This is an optimization exercise on Yosys and OpenROAD, whose aim is small area and a short achievable clock period, not a production implementation.
Where RTL was checked, it was by simulation tests only, not by an equivalence proof against the original.
Only the layout flow was run in run 1; the RTL was not checked for function there.
Power figures rest on the tool's default switching activity, not on a simulated workload.

==> design/flow/design.v <==
package banner_pkg;
  localparam int BANNER_COLS  = 120;
  localparam int BANNER_ROWS  = 12;
  localparam int BANNER_MAP_W = BANNER_COLS * BANNER_ROWS;
  localparam int BANNER_GLYPH = 12;
  localparam int BANNER_X_W   = 8;
  localparam int BANNER_Y_W   = 5;
  localparam int BANNER_IDX_W = 11;
endpackage
import banner_pkg::*;
module banner_raster_counter
(
  input  logic       clk_i,
  input  logic       rst_ni,
  input  logic       adv_i,
  output logic [6:0] nx_o,
  output logic [3:0] ny_o,
  output logic       last_o
);
  logic [6:0] nx_q;
  logic [3:0] ny_q;
  logic       last;
  assign last = (nx_q == 7'd0) && (ny_q == 4'(BANNER_ROWS));
  always_ff @(posedge clk_i or negedge rst_ni) begin
    if (!rst_ni) begin
      nx_q <= 7'd1;
      ny_q <= 4'd0;
    end else if (adv_i) begin
      if (last) begin
        nx_q <= 7'd1;
        ny_q <= 4'd0;
      end else if (nx_q == 7'(BANNER_COLS - 1)) begin
        nx_q <= 7'd0;
        ny_q <= ny_q + 4'd1;
      end else begin
        nx_q <= nx_q + 7'd1;
      end
    end
  end
  assign nx_o   = nx_q;
  assign ny_o   = ny_q;
  assign last_o = last;
endmodule
import banner_pkg::*;
module banner_pixel_streamer
(
  input  logic                    clk_i,
  input  logic                    rst_ni,
  input  logic                    load_i,
  input  logic [BANNER_MAP_W-1:0] pixel_map_i,
  output logic                    busy_o,
  output logic                    pix_valid,
  input  logic                    pix_ready,
  output logic                    pix_data,
  output logic [BANNER_X_W-1:0]   pix_x,
  output logic [BANNER_Y_W-1:0]   pix_y,
  output logic                    pix_eol,
  output logic                    pix_eof
);
  localparam int CHAIN_W = BANNER_MAP_W - 2;   
  logic               vld_q, data_q, eol_q, eof_q;
  logic [6:0]         x_q;
  logic [3:0]         y_q;
  logic               busy;          
  logic               b0_q, b1_q;    
  logic               s_q;           
  logic               pol_q;         
  logic [CHAIN_W-1:0] chain_q;       
  logic               xfer, last;
  logic [6:0]         nx;
  logic [3:0]         ny;
  logic sel_ld_q, sel_sh_q, sel_hd_q;
  logic busy_d, s_d;
  logic c0;
  assign busy = !sel_ld_q;
  assign xfer = busy & pix_ready;
  banner_raster_counter u_counter (
    .clk_i  (clk_i),
    .rst_ni (rst_ni),
    .adv_i  (xfer),
    .nx_o   (nx),
    .ny_o   (ny),
    .last_o (last)
  );
  assign busy_d = sel_ld_q ? load_i : !(pix_ready && last);
  assign s_d    = busy ? pix_ready : 1'b1;
  assign c0     = chain_q[0] ^ pol_q;
  always_ff @(posedge clk_i or negedge rst_ni) begin
    if (!rst_ni) begin
      sel_ld_q <= 1'b1;
      sel_sh_q <= 1'b0;
      sel_hd_q <= 1'b0;
    end else begin
      sel_ld_q <= !busy_d;
      sel_sh_q <= busy_d & s_d;
      sel_hd_q <= busy_d & !s_d;
    end
  end
  always_ff @(posedge clk_i) begin
    for (int k = 0; k < CHAIN_W; k++)
      chain_q[k] <= !((sel_ld_q & pixel_map_i[CHAIN_W-1-k]) |
                      (sel_sh_q & ((k + 1 < CHAIN_W) ? chain_q[(k + 1) % CHAIN_W] : 1'b0)) |
                      (sel_hd_q & chain_q[k]));
    pol_q <= busy ? !pol_q : 1'b1;
  end
  always_ff @(posedge clk_i) begin
    s_q <= s_d;
    if (!busy) begin
      b0_q <= pixel_map_i[BANNER_MAP_W-2];
    end else begin
      if (pix_ready) b0_q <= s_q ? c0 : b1_q;
      if (s_q && !pix_ready) b1_q <= c0;
    end
  end
  always_ff @(posedge clk_i or negedge rst_ni) begin
    if (!rst_ni) begin
      vld_q  <= 1'b0;
      data_q <= 1'b0;
      x_q    <= '0;
      y_q    <= '0;
      eol_q  <= 1'b0;
      eof_q  <= 1'b0;
    end else begin
      vld_q <= vld_q ? !(pix_ready && eof_q) : load_i;
      if (!busy) begin
        data_q <= load_i && pixel_map_i[BANNER_MAP_W-1];
      end else if (pix_ready) begin
        data_q <= !last && b0_q;
        x_q    <= nx;
        y_q    <= last ? 4'd0 : ny;
        eol_q  <= (nx == 7'(BANNER_COLS - 1));
        eof_q  <= (nx == 7'(BANNER_COLS - 1)) && (ny == 4'(BANNER_ROWS - 1));
      end
    end
  end
  assign busy_o    = vld_q;
  assign pix_valid = vld_q;
  assign pix_data  = data_q;
  assign pix_x     = {1'b0, x_q};
  assign pix_y     = {1'b0, y_q};
  assign pix_eol   = eol_q;
  assign pix_eof   = eof_q;
endmodule
==> design/flow/flow/run.sh <==
#!/bin/bash
bash standard.sh \
  "BUFFER_PORTS_ARGS=-buffer_cell sky130_fd_sc_hd__buf_1" \
  "PLACE_PINS_ARGS=-min_distance 1 -min_distance_in_tracks" \
  finish > standard.log 2>&1
==> design/flow/standard.sh <==
#!/bin/bash
# synth_recipe.tcl (not shown) runs the flow's synth.tcl, then flattens the netlist and writes it again
# the make line also repeats each setting of config.mk as NAME=value (left out here)
make -C /OpenROAD-flow-scripts/flow DESIGN_CONFIG=/design/flow/config.mk WORK_HOME=/design/flow/orfs CLKGATE_MAP_FILE= SYNTH_SCRIPT=/design/flow/synth_recipe.tcl "${@:-finish}"
==> design/flow/config.mk <==
export PLATFORM = sky130hd
export DESIGN_NAME = banner_pixel_streamer
export DESIGN_NICKNAME = banner_pixel_streamer
export VERILOG_FILES = /design/flow/design.v
export SDC_FILE = /design/flow/constraint.sdc
export NUM_CORES = 4
export LEC_CHECK = 0
export CAP_MARGIN = 20
export CELL_PAD_IN_SITES_DETAIL_PLACEMENT = 1
export CELL_PAD_IN_SITES_GLOBAL_PLACEMENT = 1
export CORE_AREA = 3 3 297 297
export CTS_CLUSTER_DIAMETER = 100
export CTS_CLUSTER_SIZE = 25
export DIE_AREA = 0 0 300 300
export SETUP_SLACK_MARGIN = 4.0
export SLEW_MARGIN = 20
export TNS_END_PERCENT = 100
==> design/flow/constraint.sdc <==
create_clock -name core_clock -period 6.5 [get_ports {clk_i}]
set_input_delay 1.3000 -clock core_clock [delete_from_list [all_inputs] [get_ports {clk_i}]]
set_output_delay 1.3000 -clock core_clock [all_outputs]
set_load 0.01 [all_outputs]
==> impl_metrics.ini, run 1 <==
[floorplan]
die-area_um2 = 90000
initial_core_util_pct = 54.37
die_w_um = 300
ios = 1462
die_h_um = 300
rows = 107
core_um2 = 85410

[worst_setup_path]
setup.worst_path.start_class = flip-flop
cp.arrival_ps = 1260
cp_max_fo = 3
worstSetupPathType = reg -> out
crit_path_end_kind = primary output
path_cells = buf_6
crit_family = flip-flops
path_buf_inv = 1
r2r_cells = 3
crit_slowest_cell = dfrtp_2
crit_path_max_incr_delay_ps = 470
worstPathRequired_ps = 5200
ff2ff_setup_slack_ps = 4020
cp_num_cells = 1

[grt]
grt_pass1_vias = 40766
grt_max_degree = 268
grt_pass1_wl_um = 268700
grt_overflow_total = 0
grt.total_usage_pct = 39.36
antenna_found_initial = 280

[detailed_routing]
wl_um = 194300
wl_per_cell_um = 32.27
dr.pass1.iters = 20
drtIter0Drc = 11140
vias = 44471
postRouteAntennaNets = 0
route.detailed.drc = 0
via_per_inst = 7.387

[yosys]
seq_area_frac_synth_pct = 63.77
ys.flop_type = dfxtp_1
synthArstFlopShare_pct = 1.971
synth.distinct_cells = 43
synth_area_per_cell_um2 = 13.30
synth_cells = 3492
syn_area_um2 = 46440
synth-edff-count = 2
yosys_warnings = 2
ys_seq_elements = 1471

[worst_hold_path]
hp-class = reg -> reg
min_path_cells = 1

[clock_network]
cts_hold_buf = 0
cts_sinks = 1471
cts.clk_slew.worst_paths_ps = 100
clock_latency_ps = 650
numCtsBuffers = 68
clk_path_buf_depth = 3
htreeDepth = 3
cts_tree = done
root_buffer = clkbuf_16

[finish]
nets = 6030
ff_latch_area_um2 = 29630
fillerInstances = 8931
multiInputGateArea_um2 = 14950
area_delta_synth_final_pct = 18.21
drive_gt1_share_pct = 3.203

[placement]
hpwl_um = 127100
port_buffers = 1459
gp_congestion = 0.9650
post-place-ws_ps = 3183

[run]
max-cap-violations = 0

[sta]
max_freq_mhz = 390.8
slew-limit-headroom_pct = 14.76
rsz0062_at_grt = yes
drv_slew = 0
worst_clock_skew_ps = 25.10
layout_worst_path_cycle_share_pct = 39.37
hold_viol_final = 0
fin_setup_tns_ps = 0
setup_viol = 0
worstMarginPinSlew_ps = 1279
min_period_ps = 2559
setup_slack_ps = 3941

[power_and_ir_drop]
p_sw_mw = 4.630
p_seq_share_pct = 63.0
power_leakage_nw = 19.95
peakVddDrop_uv = 230.9
p_comb_share_pct = 10.4
power_frac_clock_pct = 26.6
powerDensity_nw_per_um2 = 331.7
internal_power_mw = 13.58
p_sw_share_pct = 25.43

[status]
status = timing/DRC/antenna clean
[layer usage]
layer | wire length, um | global-route usage, % | up-vias
met2 | 82510 | 54.36 | 2948
met3 | 28270 | 23.12 | 858
met1 | 66530 | 44.71 | 22024
li1 | - | - | 18517
met5 | 901 | 2.002 | -
met4 | 16060 | 28.45 | 124
[registers in the layout (all words and copies together), names as in the netlist]
register        flops
eof_q               1
s_q                 1
b1_q                1
y_q                 4
b0_q                1
eol_q               1
chain_q          1438
sel_ld_q            1
vld_q               1
sel_hd_q            1
u_counter.ny_q      4
x_q                 7
pol_q               1
data_q              1
u_counter.nx_q      7
sel_sh_q            1
[path summary, 6_finish.rpt]
kind,start,endpoint
max in group asynchronous,rst_ni,u_counter.nx_q[0]
min in group asynchronous,rst_ni,sel_hd_q
hold reg to reg,pol_q,pol_q
setup / recovery,vld_q,busy_o
hold / removal,pol_q,pol_q
setup reg to reg,sel_ld_q,chain_q[785]
[final cells by class]
cell class | count | area share [%]
Antenna cell | 287 | 1.308
Clock buffer | 75 | 3.264
Clock inverter | 2 | 0.07066
Inverter | 8 | 0.05470
Multi-Input combinational cell | 1527 | 27.24
Sequential cell | 1471 | 53.97
Tap cell | 1144 | 2.607
Timing Repair Buffer | 1506 | 11.49
[stage by stage]
step / hold WS (ps) / cells / power (mW) / utilization [%] / area (um^2)
3_3_place_gp: 391.6 / 5634 / 13.19 / 60.72 / 51860
6_report: 420.1 / 6020 / 18.21 / 64.27 / 54900
4_1_cts: 421.6 / 5722 / 18.10 / 63.22 / 54000
2_1_floorplan: 377.6 / 3493 / 12.50 / - / 46440
5_1_grt: 447.8 / 5888 / 18.94 / 63.88 / 54560
3_5_place_dp: 395.3 / 5634 / 13.35 / 60.72 / 51860
[cells by family after synthesis]
group           count (synthesis)  synth area share, %
compound gates               1459                31.30
xor+xnor                        6               0.1132
fa+ha+maj                       4               0.1078
buf+inv                       495                4.044
flops                        1471                63.77
mux                             3              0.06736
other cells                     1             0.008075
simple gates                   53               0.5874
[synthesized netlist by cell type (2+ instances only)]
| library cell | instances | area share (%) |
|---|---|---|
| a21oi_1 | 2 | 0.022 |
| a222oi_1 | 1437 | 31 |
| a22o_1 | 4 | 0.075 |
| a31oi_1 | 2 | 0.027 |
| and2_1 | 2 | 0.027 |
| buf_1 | 30 | 0.24 |
| buf_2 | 7 | 0.075 |
| buf_4 | 3 | 0.048 |
| clkbuf_1 | 447 | 3.6 |
| dfrtp_1 | 27 | 1.5 |
| dfstp_2 | 2 | 0.11 |
| dfxtp_1 | 1440 | 62 |
| edfxtp_1 | 2 | 0.13 |
| ha_1 | 4 | 0.11 |
| inv_1 | 8 | 0.065 |
| mux2i_1 | 2 | 0.043 |
| nand2_1 | 24 | 0.19 |
| nand3_1 | 4 | 0.043 |
| nand4_1 | 3 | 0.040 |
| nor2_1 | 9 | 0.073 |
| o21ai_0 | 7 | 0.075 |
| xor2_1 | 5 | 0.094 |
[cells in the final DEF, fill, tap and decap left out, drive strengths merged, types with 3 or more instances in the layout]
master and count:
a21oi 3, a222oi 1437, a22o 4, buf 1503, clkbuf 76, dfrtp 27
dfxtp 1440, diode 287, ha 4, inv 9, nand2 24, nand3 4
nand4 4, nor2 9, o21ai 8, xor2 5
[what timing repair did]
item                                    in CTS  in global routing
setup buffers                                9                 10
gates resized for setup                     56                  9
endpoints found under the setup margin     356                770
cloned                                       2                  0
[power by group through the flow]
stage	registers [mW]	logic, mW	clock network, mW
floorplan	11.3	1.22	0
global placement	11.5	1.67	0
detailed placement	11.6	1.77	0
CTS	11.4	1.82	4.88
global route	11.6	2.10	5.22
finish	11.5	1.89	4.85
==> inputs of run 2 (changes only) <==
--- a/design/flow/design.v
+++ b/design/flow/design.v
@@ -59,5 +59,5 @@
 );
   localparam int CHAIN_W = BANNER_MAP_W - 2;   
-  logic               vld_q, data_q, eol_q, eof_q;
+  logic               vld_q, busy_q, data_q, eol_q, eof_q;
   logic [6:0]         x_q;
   logic [3:0]         y_q;
@@ -116,4 +116,5 @@
     if (!rst_ni) begin
       vld_q  <= 1'b0;
+      busy_q <= 1'b0;
       data_q <= 1'b0;
       x_q    <= '0;
@@ -122,5 +123,6 @@
       eof_q  <= 1'b0;
     end else begin
-      vld_q <= vld_q ? !(pix_ready && eof_q) : load_i;
+      vld_q  <= vld_q ? !(pix_ready && last) : load_i;
+      busy_q <= busy_q ? !(pix_ready && last) : load_i;
       if (!busy) begin
         data_q <= load_i && pixel_map_i[BANNER_MAP_W-1];
@@ -134,5 +136,5 @@
     end
   end
-  assign busy_o    = vld_q;
+  assign busy_o    = busy_q;
   assign pix_valid = vld_q;
   assign pix_data  = data_q;
==> run 2 against run 1 <==
Against the previous run: power is 48% higher; via count decreased by 0.41%; synthesized area up 0.48%; still clean; critical path depth unchanged; non-clock buffer count fell by 10; critical endpoint is now pix_y[1].
==> impl_metrics.ini, run 2 <==
[status]
status = timing/DRC/antenna clean

[clock_network]
clock_latency_ps = 640
cts.clk_slew.worst_paths_ps = 100
cts_sinks = 1472
htreeDepth = 3
cts_hold_buf = 0
numCtsBuffers = 68
clk_path_buf_depth = 3
root_buffer = clkbuf_16
cts_tree = done

[worst_setup_path]
cp.arrival_ps = 1260
path_buf_inv = 1
timing.rr.start = sel_ld_q
crit_path_max_incr_delay_ps = 450
crit_slowest_cell = dfrtp_1
path_cells = buf_6
setup.worst_path.start_class = flip-flop
crit_family = flip-flops
worstPathRequired_ps = 5200
crit_path_end_kind = primary output
ff2ff_setup_slack_ps = 4080
r2r_cells = 2
r2r_end = chain_q[234]
worstSetupPathType = reg -> out
cp_max_fo = 2

[detailed_routing]
drtIter0Drc = 10907
dr.pass1.iters = 19
wl_um = 195600
vias = 44287
wl_per_cell_um = 32.64
via_per_inst = 7.390
route.detailed.drc = 0
postRouteAntennaNets = 0

[floorplan]
rows = 107
core_um2 = 85410
die_h_um = 300
ios = 1462
die_w_um = 300
initial_core_util_pct = 54.63
die-area_um2 = 90000

[yosys]
synth_top_area_share_pct = 61.78
synth_cells = 3499
ys.flop_type = dfxtp_1
synth_area_per_cell_um2 = 13.34
synthArstFlopShare_pct = 2.038
netlist_top_cells_count = dfxtp_1 (1440), a222oi_1 (1437), clkbuf_1 (305), buf_2 (141), buf_1 (38)
seq_area_frac_synth_pct = 63.52
ys_seq_elements = 1472
syn_area_um2 = 46660
synth-edff-count = 2
yosys_warnings = 2
synth.distinct_cells = 41
synth_area_leaders = dfxtp_1 (62%), a222oi_1 (31%), clkbuf_1 (2.5%)
yosysMostFrequentCell = dfxtp_1
synth_top_area_cell = dfxtp_1

[worst_hold_path]
min_path_cells = 1
min-delay-start = pol_q
hp-class = reg -> reg
worst_hold_path.endpoint = pol_q

[placement]
gp_congestion = 0.9642
hpwl_um = 129700
post-place-ws_ps = 3568
port_buffers = 1459

[finish]
final_common_cell = buf_1
largest_reg_flops = 1438
fillerInstances = 8910
biggestRegsByFlops = chain_q (1438), u_counter.nx_q (7), x_q (7)
drive_gt1_share_pct = 2.964
final_cell_mix = buf_1 (1442), dfxtp_1 (1440), a222oi_1 (1437), clkbuf_16 (71), nand2_1 (29)
nets = 6028
regMostFlops = chain_q
ff_latch_area_um2 = 29650
area_delta_synth_final_pct = 17.28
multiInputGateArea_um2 = 14990

[power_and_ir_drop]
peakVddDrop_uv = 290.2
powerDensity_nw_per_um2 = 491.4
power_leakage_nw = 19.87

[sta]
setup_slack_ps = 3945
rsz0062_at_grt = yes
layout_worst_path_cycle_share_pct = 39.31
max_freq_mhz = 391.3
worstMarginPinSlew_ps = 1227
setup_viol = 0
slew-limit-headroom_pct = 18.18
min_period_ps = 2555
worst_clock_skew_ps = 15.82
drv_slew = 0
hold_viol_final = 0
fin_setup_tns_ps = 0

[run]
max-cap-violations = 0

[grt]
grt_pass1_wl_um = 271700
antenna_found_initial = 278
grt_max_degree = 281
grt.total_usage_pct = 39.90
grt_overflow_total = 0
grt_pass1_vias = 40941
## run 2: final cells by class
| cell class | count | share of cell area, % |
|---|---|---|
| clock inverters | 3 | 0.04115 |
| clock buffers | 76 | 3.203 |
| inverters | 8 | 0.05487 |
| flip-flops and latches | 1472 | 54.18 |
| multi-input cells | 1534 | 27.39 |
| repair buffers | 1496 | 11.33 |
| diodes | 260 | 1.189 |
| well taps | 1144 | 2.615 |
## run 2: timing repair
| action | 4_1_cts | 5_1_grt |
|---|---|---|
| cloned | 0 | 2 |
| buffers inserted | 4 | 5 |
| setup endpoints to repair | 917 | 719 |
| gates resized for setup | 49 | 3 |
## run 2: report_power, final
group	internal [mW]	leakage (nW)	switching [mW]	total, mW
logic	2.91	6.45	2.37	5.28
registers	13.9	12.5	2.97	16.8
clock network	1.94	0.873	2.84	4.78
## run 2: stage by stage
| step | power (mW) | hold slack [ps] | cells | area, um^2 | util (%) |
|---|---|---|---|---|---|
| finish | 26.89 | 426.2 | 5993 | 54730 | 64.07 |
| global placement | 21.32 | 389.2 | 5641 | 51950 | 60.82 |
| global route | 28.34 | 431.1 | 5873 | 54430 | 63.72 |
| CTS | 26.64 | 420.4 | 5724 | 53890 | 63.09 |
| detailed placement | 21.86 | 399.7 | 5641 | 51950 | 60.82 |
| floorplan | 19.90 | 377.1 | 3500 | 46670 | - |
## run 2: cell families (layout without fill, tap and decap cells)
group                      count (synthesis)  count (layout)  synth area share (%)
DFF                                     1472            1472                 63.52
muxes                                      3               3               0.07507
AOI/OAI and AO/OA                       1459            1459                 31.16
other                                      1             262              0.008036
xor gates and xnor gates                   6               6                0.1126
adders and majority gates                  4               4                0.1073
buffers and inverters                    494            1583                 4.368
and+or+nand+nor                           60              60                0.6489
## run 2: per-layer routing
metal  vias to the layer above  routed length [um]  track usage [%]
li1                      18468                   -                -
met1                     21961               65780            44.20
met2                      2810               83140            56.06
met3                       884               29470            24.74
met4                       164               16070            27.59
met5                         -                1169            1.677
## run 2: worst max-delay path by stage
stage	cells after the start	from	endpoint	slack (ps)
4_1_cts	1	y_q[1]	pix_y[1]	3930
3_3_place_gp	4	pix_ready	u_counter.ny_q[1]	3700
6_report	1	y_q[1]	pix_y[1]	3940
3_5_place_dp	4	pix_ready	u_counter.ny_q[1]	3570
2_1_floorplan	3	pix_ready	u_counter.ny_q[1]	4490
5_1_grt	1	y_q[1]	pix_y[1]	3920
==> inputs of run 3 (changes only) <==
==> design/flow/flow/run.sh (replaced) <==
#!/bin/bash
# The standard layout (standard.sh), with the port buffers inserted as buf_1 cells (timing
# repair resizes them as needed) instead of the delay cells buffer_ports picks by default.
bash standard.sh \
  "BUFFER_PORTS_ARGS=-buffer_cell sky130_fd_sc_hd__buf_1" \
  finish > standard.log 2>&1
--- a/design/flow/config.mk
+++ b/design/flow/config.mk
@@ -7,10 +7,8 @@
 export LEC_CHECK = 0
 export CAP_MARGIN = 20
-export CELL_PAD_IN_SITES_DETAIL_PLACEMENT = 1
-export CELL_PAD_IN_SITES_GLOBAL_PLACEMENT = 1
-export CORE_AREA = 3 3 297 297
+export CORE_AREA = 5 5 495 495
 export CTS_CLUSTER_DIAMETER = 100
 export CTS_CLUSTER_SIZE = 25
-export DIE_AREA = 0 0 300 300
+export DIE_AREA = 0 0 500 500
 export SETUP_SLACK_MARGIN = 4.0
 export SLEW_MARGIN = 20
==> run 3 against run 2 <==
Against the previous run: power up 2.5%; sequential cell count unchanged; clock skew grew 42 ps; non-clock buffer count grew 68; cell area is 5.3% higher; clock power is 9.2% higher; critical endpoint is now pix_y[0].
==> impl_metrics.ini, run 3 <==
[yosys]
synth-edff-count = 2
synthArstFlopShare_pct = 2.038
yosysMostFrequentCell = dfxtp_1
seq_area_frac_synth_pct = 63.52
synth_cells = 3499
synth_top_area_cell = dfxtp_1
yosys_warnings = 2
ys.flop_type = dfxtp_1
synth_area_per_cell_um2 = 13.34
netlist_top_cells_count = dfxtp_1 (1440), a222oi_1 (1437), clkbuf_1 (305), buf_2 (141), buf_1 (38)
ys_seq_elements = 1472
synth.distinct_cells = 41
synth_top_area_share_pct = 61.78
synth_area_leaders = dfxtp_1 (62%), a222oi_1 (31%), clkbuf_1 (2.5%)
syn_area_um2 = 46660

[detailed_routing]
postRouteAntennaNets = 0
vias = 41844
wl_um = 177200
route.detailed.drc = 0
via_per_inst = 5.297
dr.pass1.iters = 17
drtIter0Drc = 9397
wl_per_cell_um = 22.43

[floorplan]
initial_core_util_pct = 19.56
core_um2 = 238500
die-area_um2 = 250000
rows = 179
die_h_um = 500
die_w_um = 500
ios = 1462

[power_and_ir_drop]
p_sw_mw = 8.546
p_comb_share_pct = 19.2
internal_power_mw = 19.03
powerDensity_nw_per_um2 = 478.3
total_power_mw = 27.58
power_frac_clock_pct = 18.9
power_leakage_nw = 20.39
peakVddDrop_uv = 286.3
p_sw_share_pct = 30.99
p_seq_share_pct = 61.9

[sta]
drv_slew = 0
min_period_ps = 2632
hold_viol_final = 0
max_freq_mhz = 380.0
rsz0062_at_grt = yes
fin_setup_tns_ps = 0
worstMarginPinSlew_ps = 999.7
slew-limit-headroom_pct = 33.35
worst_clock_skew_ps = 57.98
layout_worst_path_cycle_share_pct = 40.49
setup_viol = 0

[worst_setup_path]
crit_path_max_incr_delay_ps = 440
cp_num_cells = 1
crit_family = flip-flops
setup.worst_path.start_class = flip-flop
worstSetupPathType = reg -> out
path_cells = buf_6
path_buf_inv = 1
crit_slowest_cell = dfrtp_1
cp_max_fo = 2
r2r_cells = 3
crit_path_end_kind = primary output
cp.arrival_ps = 1330
worstPathRequired_ps = 5200

[placement]
port_buffers = 1459
place_area_um2 = 54910
gp_congestion = 0.8896
dp_cells = 7727
hpwl_um = 127800

[clock_network]
clock_latency_ps = 740
cts_hold_buf = 0
htreeDepth = 3
cts_sinks = 1472
root_buffer = clkbuf_16
clk_path_buf_depth = 3
cts.clk_slew.worst_paths_ps = 110
cts_tree = done
numCtsBuffers = 72

[finish]
nets = 6100
drive_gt1_share_pct = 4.729
final_cell_mix = buf_1 (1442), dfxtp_1 (1440), a222oi_1 (1437), buf_4 (84), clkbuf_16 (73)
regMostFlops = chain_q
final_util_pct = 24.17
final_area_um2 = 57650
final_common_cell = buf_1
fin_cells = 7899
area_delta_synth_final_pct = 23.54
biggestRegsByFlops = chain_q (1438), u_counter.nx_q (7), x_q (7)
largest_reg_flops = 1438

[grt]
grt_max_degree = 220
grt.total_usage_pct = 12.76
antenna_found_initial = 64
grt_pass1_wl_um = 249400
grt_overflow_total = 0
grt_pass1_vias = 39787

[worst_hold_path]
min_path_cells = 1
hp-class = reg -> reg

[status]
status = timing/DRC/antenna clean

[run]
max-cap-violations = 0
run 3: cell counts after synthesis:
No cell type changed its count.
run 3: area by class of cell:
cell class              instances  area, um^2
multi-input cells            1534       14990
inverters                       8       30.03
clock inverters                17       341.6
well taps                    3167        3963
clock buffers                  78        1834
fillers                     25428      180900
repair buffers               1564        6694
diodes                         59       147.6
flip-flops and latches       1472       29650
run 3: metrics by stage:
| stage | hold WS [ps] | worst slack (ps) |
|---|---|---|
| floorplan | 377.1 | 4488 |
| global placement | 390.3 | 3696 |
| detailed placement | 390.8 | 3642 |
| CTS | 413.6 | 3751 |
| global route | 442.3 | 3768 |
| finish | 413.1 | 3868 |
run 3: metal layers:
layer  track usage [%]  share of wire [%]  vias up
met3             4.193                 10      342
met2             22.03                 49     2286
li1                  -                  -    18412
met4             6.150                4.5       26
met1             14.12                 36    20778
met5                 0               0.10        -
run 3: cells by family (layout without fill, tap and decap cells):
kind of cell | after synthesis | after routing | share of synthesized area (%)
flip-flops | 1472 | 1472 | 63.52
XOR/XNOR | 6 | 6 | 0.1126
buffers and inverters | 494 | 1667 | 4.368
multiplexers | 3 | 3 | 0.07507
adder cells (fa/ha/maj) | 4 | 4 | 0.1073
other | 1 | 61 | 0.008036
AND/OR/NAND/NOR | 60 | 60 | 0.6489
AO/OA/AOI/OAI | 1459 | 1459 | 31.16
run 3: power groups by stage:
| stage | clock (mW) | sequential, mW | combinational, mW |
|---|---|---|---|
| 6_report | 5.22 | 17.1 | 5.29 |
| 5_1_grt | 5.72 | 17.5 | 5.91 |
| 4_1_cts | 5.44 | 17.1 | 5.23 |
| 3_5_place_dp | 0 | 17.2 | 5.13 |
| 3_3_place_gp | 0 | 17.1 | 4.83 |
| 2_1_floorplan | 0 | 15.8 | 4.09 |
run 3: path summary, 6_finish.rpt:
kind | slack, ps | to | startpoint
hold reg to reg | 410 | pol_q | pol_q
min in group asynchronous | 620 | u_counter.nx_q[1] | rst_ni
setup reg to reg | 4040 | chain_q[1183] | sel_hd_q
hold / removal | 410 | pol_q | pol_q
setup / recovery | 3870 | pix_y[0] | y_q[0]
max in group asynchronous | 5250 | sel_hd_q | rst_ni
run 3: timing repair:
item,CTS,global route
gates resized for setup,51,5
setup endpoints to repair,596,392
cloned,1,1
pin swaps,0,0
setup buffers,6,10

static timing again, ports no longer ideal:
The flow's constraints put no driver on any port. The routed layouts listed below were extracted and timed again, unchanged, in two steps. Step 1 assumes that a clkbuf_16 drives the clock port and a buf_2 every other input. Step 2 also shifts input and output timing later by t, the mid clock arrival at the registers, as if the neighbouring blocks saw the same clock. a / b / c = no drivers / after step 1 / after step 2; a / b = the first two.
| run | t, ns | setup WS [ns] | worst setup path at the end |
|---|---|---|---|
| run 1 | 0.716 | 3.941 / 3.867 / 3.357 | input to register |
| run 2 | 0.710 | 3.945 / 3.870 / 3.645 | input to register |
| run 3 | 0.803 | 3.868 / 3.771 / 3.584 | input to register |
After both steps setup and hold are still met in every run listed. For run 1, which loses most, drivers alone change the setup slack by -0.074 ns; drivers and shift together by -0.584 ns.
